Background: an optimization exercise with open tools, aiming at small area. Do not read the settings as production practice. Function was checked by simulation only, so behaviour that the tests miss may differ from the original. No driver is modelled on the clock port, so clocking that relies on it looks cheaper here than on a real chip.

## alpha
## regfile_2r1w
module regfile_2r1w
#(
    parameter int XLEN = regfile_pkg::XLEN_DEFAULT,
    parameter int NREG = regfile_pkg::NREG_DEFAULT,
    parameter int AW   = regfile_pkg::AW_DEFAULT
) (
    input  logic            C,
    input  logic            R,
    input  logic            we,
    input  logic [AW-1:0]   waddr,
    input  logic [XLEN-1:0] wdata,
    input  logic [AW-1:0]   raddr1,
    input  logic [AW-1:0]   raddr2,
    output logic [XLEN-1:0] rdata1,
    output logic [XLEN-1:0] rdata2,
    output logic            busy
);
    logic [NREG-1:1][XLEN-1:0] regs_q;
    logic            clr_q;       
    logic [AW-1:0]   pa_q;        
    logic [XLEN-1:0] pd_q;        
    logic [AW-1:0]   ra1_q;       
    logic [AW-1:0]   ra2_q;
    logic [3:0]        wlo;
    logic [NREG/4-1:0] whi;
    logic [NREG-1:1]   wen;
    assign busy = R || clr_q;
    always_ff @(posedge C) begin
        if (R) begin
            clr_q <= 1'b1;
            pa_q  <= AW'(1);
        end else if (clr_q) begin
            clr_q <= (pa_q != AW'(NREG - 1));
            pa_q  <= pa_q + AW'(1);
        end else begin
            pa_q  <= we ? waddr : '0;
        end
    end
    always_ff @(posedge C) begin
        pd_q  <= busy ? '0 : wdata;
        ra1_q <= busy ? '0 : raddr1;
        ra2_q <= busy ? '0 : raddr2;
    end
    always_comb begin
        for (int j = 0; j < 4; j++) begin
            wlo[j] = (pa_q[1:0] == 2'(j));
        end
        for (int k = 0; k < NREG / 4; k++) begin
            whi[k] = (pa_q[AW-1:2] == (AW-2)'(k));
        end
    end
    for (genvar i = 1; i < NREG; i++) begin : g_wen
  ...
For scale: roughly 2,200 cells after synthesis, roughly 1,000 flip-flops.
==> flow/config.mk <==
export PLATFORM = sky130hd
export DESIGN_NAME = regfile_2r1w
export DESIGN_NICKNAME = regfile_2r1w
export VERILOG_FILES = /design/flow/design.v
export SDC_FILE = /design/flow/constraint.sdc
export NUM_CORES = 4
export LEC_CHECK = 0
export CAP_MARGIN = 20
export CORE_MARGIN = 2
export CORE_UTILIZATION = 60
export CTS_CLUSTER_DIAMETER = 90
export CTS_CLUSTER_SIZE = 30
export SETUP_SLACK_MARGIN = 0.1
export SLEW_MARGIN = 20
export SYNTH_HIERARCHICAL = 1
export SYNTH_MINIMUM_KEEP_SIZE = 0
==> flow/constraint.sdc <==
create_clock -name core_clock -period 5.0 [get_ports {C}]
set_input_delay 1.0000 -clock core_clock [delete_from_list [all_inputs] [get_ports {C}]]
set_output_delay 1.0000 -clock core_clock [all_outputs]
set_load 0.01 [all_outputs]
standard.sh (not shown) runs the stock make flow with config.mk's settings and CLKGATE_MAP_FILE= SYNTH_SCRIPT=/design/flow/synth_recipe.tcl, a recipe that flattens the netlist after the stock synthesis.
==> flow/flow/run.sh <==
#!/bin/bash
# The standard layout (the standard.sh, all ORFS steps), with three changes:
# - after the standard synthesis, the AND2/NAND2/NOR2 gates that drive nets of
#   fanout 20 or more (the select lines of the read ports and the write
#   enables) are swapped for the x4 cell of the same function (flow/upsize.tcl),
#   so that placement repair does not add a buffer behind each of them;
# - the port buffers that global placement inserts on every input and output
#   are the smallest buffer, sky130_fd_sc_hd__buf_1, instead of the cell
#   buffer_ports picks by default (clkdlybuf4s50_1);
# - clock tree synthesis adds no dummy loads (-dont_use_dummy_load); its other
#   arguments are ORFS's own, with config.mk's cluster size and diameter.
# Each step's output goes to its own log file in this folder.
set -euo pipefail
bash standard.sh synth > standard_synth.log 2>&1
UPSIZE_ODB=orfs/results/sky130hd/regfile_2r1w/base/1_synth.odb UPSIZE_MIN_FANOUT=20 \
  openroad -exit -no_init flow/upsize.tcl > upsize.log 2>&1
bash standard.sh \
  "BUFFER_PORTS_ARGS=-buffer_cell sky130_fd_sc_hd__buf_1" \
  "CTS_ARGS=-sink_clustering_enable -repair_clock_nets -sink_clustering_size 30 -sink_clustering_max_diameter 90 -dont_use_dummy_load" \
  finish > standard_flow.log 2>&1
==> flow/flow/upsize.tcl <==
# Upsize the single-strength AND2/NOR2/NAND2 gates that drive high-fanout nets
# (the register-file select and write-enable lines) to the x4 cell of the same
# function, so that placement repair does not add a buffer after each.
set odb $::env(UPSIZE_ODB)
read_db $odb
set block [ord::get_db_block]
set db [ord::get_db]
set n 0
foreach inst [$block getInsts] {
  set m [[$inst getMaster] getName]
  if {![regexp {^sky130_fd_sc_hd__(and2|nand2|nor2)_1$} $m -> fn]} continue
  foreach it [$inst getITerms] {
    if {![$it isOutputSignal]} continue
    set net [$it getNet]
    if {$net eq "NULL"} continue
    set fo [expr {[llength [$net getITerms]] - 1}]
    if {$fo >= $::env(UPSIZE_MIN_FANOUT)} {
      set new [$db findMaster "sky130_fd_sc_hd__${fn}_4"]
      $inst swapMaster $new
      incr n
    }
  }
}
puts "upsized $n drivers"
write_db $odb
alpha was carried through to the last stage, and its layout satisfied the timing, design-rule and antenna checks.
--- input diff alpha..beta ---
Settings: CTS_CLUSTER_SIZE changed from 30 to 32; CORE_UTILIZATION changed from 60 to 75.
diff --git a/flow/flow/run.sh b/flow/flow/run.sh
--- a/flow/flow/run.sh
+++ b/flow/flow/run.sh
@@ -18,3 +18,3 @@
   "BUFFER_PORTS_ARGS=-buffer_cell sky130_fd_sc_hd__buf_1" \
-  "CTS_ARGS=-sink_clustering_enable -repair_clock_nets -sink_clustering_size 30 -sink_clustering_max_diameter 90 -dont_use_dummy_load" \
+  "CTS_ARGS=-sink_clustering_enable -repair_clock_nets -sink_clustering_size 32 -sink_clustering_max_diameter 90 -dont_use_dummy_load" \
   finish > standard_flow.log 2>&1
[summary]
Comparing alpha and beta, worst supply voltage drop on vdd is higher on alpha. Average via count per standard cell (beta over alpha): increase, 0.80. In the metrics for alpha and beta, the one carrying the higher clock buffer count is alpha. Lower layout overhead on the synthesized area among alpha and beta: beta. Looking at final standard cell count with taps included and fillers excluded, beta sits 179 below alpha. Relative to alpha, share of the clock period used by the worst path after layout has gone down in beta.

[afterwards: timing with drivers on the ports]
No port has a modelled driver above. Below, the same layouts with a new extraction and two added sets of constraints. Step 1 (the two cells are an assumption about what drives the block):
set clk [get_ports {C}]
set_driving_cell -lib_cell sky130_fd_sc_hd__clkbuf_16 $clk
set_driving_cell -lib_cell sky130_fd_sc_hd__buf_2 [delete_from_list [all_inputs] $clk]
Step 2 times the ports against the registers' clock, not the clock port: input delays grow and output delays shrink by t, the midpoint of the rising clock arrivals with the driver on. a / b / c = no drivers / after step 1 / after step 2; a / b = the first two.
run | shift t [ns] | slack for setup (ns) | worst setup path at the end | worst slew at a driven data input, ns
alpha | 0.673 | 0.560 / 0.494 / 1.167 | register to output | 0.04
beta | 0.682 | 0.672 / 0.606 / 1.289 | register to output | 0.05
After both steps setup and hold are still met in every run listed.
